Source: an optimization exercise on an open RTL-to-GDS flow (aim: a short achievable clock period and few clock cycles per item). Production flows keep margins and buffers that such runs may drop. Function was checked by simulation only, so behaviour that the tests miss may differ from the original. Power is estimated from default activity; no workload was simulated.

Setup of ember:
==> flow/design.v (excerpt) <==
module dns_relay_query_id_table_unit #(
    parameter int TABLE_DEPTH = 8
) (
    input  logic        aclk,
    input  logic        aresetn,
    input  logic        s_tvalid,
    output logic        s_tready,
    input  logic [95:0] s_tdata,
    input  logic [1:0]  s_tuser,
    output logic        m_tvalid,
    input  logic        m_tready,
    output logic [71:0] m_tdata,
    output logic [2:0]  m_tuser,
    input  logic        cfg_wr_en,
    input  logic        cfg_index,
    input  logic [15:0] cfg_wdata
);
clock: 7.5 ns
lec_check: 0
abc_clock_period_in_ps: 2500
cap_margin: 20
core_margin: 2
core_utilization: 65
cts_cluster_diameter: 60
cts_cluster_size: 25
setup_slack_margin: 4.8
slew_margin: 20
run.sh (not shown) runs the stock make flow with config.mk's settings and CLKGATE_MAP_FILE= SYNTH_SCRIPT=/design/flow/synth_recipe.tcl, a recipe that flattens the netlist after the stock synthesis.
ember did not stop at any stage, and its layout met the timing, design-rule and antenna checks.
Testbench counts of ember, summed over its fixed seeds: cycles 2,440, items 2,400.
Here is what was changed in the inputs of fjord compared with ember.
Settings: CORE_UTILIZATION changed from 65 to 75.
fjord vs ember: number of gates given a new drive strength after cts down. Looking at cell internal power dissipation, fjord sits about 1% lower than ember does. ember reports its worst setup path endpoint as m_tdata[8] while fjord reports m_tvalid. STATUS worst hold slack: fjord wins against ember. Comparing ember and fjord, the lower global routing usage summed across all routing layers was measured on ember. fjord: full flow OK, the timing, design-rule and antenna checks passed. ember and fjord ended up with nearly the same overall power consumption.
> inputs changed (fjord -> harbor)
Settings: a change of CORE_UTILIZATION from 75 to 55.
Findings:
Per the final summary, harbor finished and its layout is clean on timing, DRC and antenna.
Period utilization was higher in harbor than in fjord.
Going from fjord to harbor, area occupied by multi-input gates fell by 0.46%; maximum clock frequency fell by 3.2 MHz; count of plain and timing-repair buffers rose by about 4.3%; aggregate routed wire length rose by 4800 um.
harbor against fjord: arrival time of the worst setup path saw an increase; share of layout cells above drive strength 1 saw little to no change; met3 layer wire length in the routed design saw a decrease.
Here is what was changed in the inputs of yarrow compared with harbor.
Settings: swapping 55 for 45 in CORE_UTILIZATION; clearing CTS_CLUSTER_SIZE, which used to be 25; clearing CTS_CLUSTER_DIAMETER, which used to be 60; swapping 2500 for 2000 in ABC_CLOCK_PERIOD_IN_PS.
- yarrow has completed all stages; timing, DRC and antenna checks passed.
- Against harbor, total met2 wirelength after detailed routing in yarrow rose by a few percent.
- Share of cells above drive strength 1 in yarrow is 1.5 points above harbor.
- Looking at harbor and yarrow, the synthesized cell count is a wash.
- Comparing harbor and yarrow, fmax is higher on harbor.
- From harbor to yarrow the numbers moved as follows: global-route usage fell 5.1 points; area of all placed cells without fillers climbed about 2.8%; total power after layout grew by about 9%; initial antenna violation count grew by 4; non-clock buffer count has increased.
- Going from harbor to yarrow, the minimum period implied by the final worst setup slack was found to have gone up by 0.015 ns.
- yarrow leaves less setup margin than harbor.


Another version of the RTL of dns_relay_query_id_table_unit (not shown whole).
Size in the first run: about 6300 cells after synthesis, about 2000 flip-flops, roughly 200 I/O pins.
// dns_relay_query_id_table_unit
module dns_relay_query_id_table_unit #(
    parameter int TABLE_DEPTH = 8
) (
    input  logic        aclk,
    input  logic        aresetn,
    input  logic        s_tvalid,
    output logic        s_tready,
    input  logic [95:0] s_tdata,
    input  logic [1:0]  s_tuser,
    output logic        m_tvalid,
    input  logic        m_tready,
    output logic [71:0] m_tdata,
    output logic [2:0]  m_tuser,
    input  logic        cfg_wr_en,
    input  logic        cfg_index,
    input  logic [15:0] cfg_wdata
);
    localparam int N      = TABLE_DEPTH;
    localparam int IDX_W  = $clog2(N);
    localparam int LIM_W  = dnsr_pkg::LIMIT_W;
    localparam int RM_W   = dnsr_pkg::REM_W;
    localparam int CAP    = 6;
    localparam int OBUF_N = CAP;
    localparam int OB_W   = $clog2(OBUF_N);
    localparam int RES_W  = 3 + RM_W + 16 + 32 + 16;
    function automatic logic [IDX_W:0] therm_count(input logic [N-1:0] t);
        logic [IDX_W:0] c;
        c = '0;
        for (int n = 0; n < N; n++) begin
            if (t[n] && ((n == N - 1) || !t[n+1])) begin
                c = c | (IDX_W+1)'(n + 1);
            end
        end
        therm_count = c;
    endfunction
    function automatic logic [31:0] add32(input logic [31:0] a, input logic [31:0] b);
        logic [31:0] g, p, gg, pp, gn, pn;
        g  = a & b;
        p  = a ^ b;
        gg = g;
        pp = p;
        for (int l = 1; l < 32; l = l * 2) begin
            gn = gg;
            pn = pp;
            for (int i = l; i < 32; i++) begin
                gn[i] = gg[i] | (pp[i] & gg[i-l]);
                pn[i] = pp[i] & pp[i-l];
            end
            gg = gn;
            pp = pn;
        end
        add32 = p ^ {gg[30:0], 1'b0};
    endfunction
    function automatic logic [1:0] less16(input logic [15:0] a, input logic [15:0] b);
        logic [15:0] lt, eq, ltn, eqn;
        lt = ~a & b;
        eq = ~(a ^ b);
        for (int w = 16; w > 1; w = w / 2) begin
            ltn = '0;
            eqn = '0;
            for (int i = 0; i < w / 2; i++) begin
  ...
==> flow/config.mk <==
export PLATFORM = sky130hd
export DESIGN_NAME = dns_relay_query_id_table_unit
export DESIGN_NICKNAME = dns_relay_query_id_table_unit
export VERILOG_FILES = /design/flow/design.v
export SDC_FILE = /design/flow/constraint.sdc
export NUM_CORES = 4
export LEC_CHECK = 0
export ABC_CLOCK_PERIOD_IN_PS = 2500
export CAP_MARGIN = 20
export CORE_MARGIN = 2
export CORE_UTILIZATION = 65
export CTS_CLUSTER_DIAMETER = 60
export CTS_CLUSTER_SIZE = 25
export SETUP_SLACK_MARGIN = 5
export SLEW_MARGIN = 20
==> flow/constraint.sdc <==
create_clock -name core_clock -period 7.5 [get_ports {aclk}]
set_input_delay 1.5000 -clock core_clock [delete_from_list [all_inputs] [get_ports {aclk}]]
set_output_delay 1.5000 -clock core_clock [all_outputs]
set_load 0.01 [all_outputs]
standard.sh (not shown) runs the stock make flow with config.mk's settings and CLKGATE_MAP_FILE= SYNTH_SCRIPT=/design/flow/synth_recipe.tcl, a recipe that flattens the netlist after the stock synthesis.
==> flow/flow/run.sh <==
#!/bin/bash
# Standard layout, with one hook after global placement that moves the
# registers driving output ports next to their port buffers.
set -euo pipefail
export POST_GLOBAL_PLACE_TCL="$PWD/flow/move_out_flops.tcl"
bash standard.sh finish "POST_GLOBAL_PLACE_TCL=$POST_GLOBAL_PLACE_TCL" > make_finish.log 2>&1
==> flow/flow/move_out_flops.tcl <==
# After global placement: move each register that drives only an output
# port's buffer next to that buffer, so the register's output wire is short.
# Detailed placement legalizes the moved registers afterwards.
set block [ord::get_db_block]
set moved 0
foreach bt [$block getBTerms] {
  if {[$bt getIoType] != "OUTPUT"} { continue }
  set net [$bt getNet]
  if {$net == "NULL"} { continue }
  set buf ""
  foreach it [$net getITerms] {
    if {[$it isOutputSignal]} { set buf [$it getInst] }
  }
  if {$buf == ""} { continue }
  set innet ""
  foreach it [$buf getITerms] {
    if {[$it isInputSignal]} { set innet [$it getNet] }
  }
  if {$innet == "" || $innet == "NULL"} { continue }
  set drv ""
  set nload 0
  foreach it [$innet getITerms] {
    if {[$it isOutputSignal]} { set drv [$it getInst] } else { incr nload }
  }
  if {$drv == "" || $nload != 1} { continue }
  if {![[$drv getMaster] isSequential]} { continue }
  set loc [$buf getLocation]
  $drv setLocation [lindex $loc 0] [lindex $loc 1]
  incr moved
}
puts "move_out_flops: moved $moved registers next to their output buffers"
The baseline went through all stages and came out clean.
Testbench counts at the start, summed over its fixed seeds: cycles 2,440, items 2,400.
Then changed:
Settings changed: CTS_CLUSTER_SIZE 25 to 40.
- wire length is about the same
- final cell count barely changes
- fmax shrinks slightly
- final area is about the same
- clock power grows by a few percent
- area after synthesis is unchanged
- setup slack loses 0.023 ns
- sequential power barely changes
- core utilization grows by 0.20 points
- clock skew grows by 0.011 ns
- combinational power is about the same

[static timing again, ports no longer ideal]
The results above use ideal ports. As a check the final layouts listed here were re-extracted and re-timed, cells and wires unchanged. Step 1: set_driving_cell puts a clkbuf_16 on aclk and a buf_2 on each other input, an assumption about the parent block. Step 2 moves the port delays by t, midway between the first and last clock arrival at a register: inputs arrive t later, outputs are due t later. That takes back most of the time a late clock gives input paths. Slacks: ideal ports / drivers / drivers and shift; pairs: ideal ports / drivers.
run	shift t [ns]	slack for setup (ns)	worst hold slack (ns)
ember	0.849	4.675 / 4.596 / 4.098	0.318 / 0.318 / 0.318
fjord	0.847	4.673 / 4.596 / 4.112	0.321 / 0.321 / 0.321
harbor	0.865	4.647 / 4.564 / 4.121	0.316 / 0.316 / 0.316
yarrow	0.899	4.633 / 4.553 / 4.101	0.309 / 0.309 / 0.309
the first run of note 2	0.855	4.756 / 4.681 / 4.149	0.319 / 0.319 / 0.319
the second run of note 2	0.855	4.734 / 4.658 / 4.214	0.322 / 0.322 / 0.322
After both steps setup and hold are still met in every run listed. The setup slack of the first run of note 2, which loses most, moves by -0.075 ns with the drivers and by -0.607 ns with both steps.
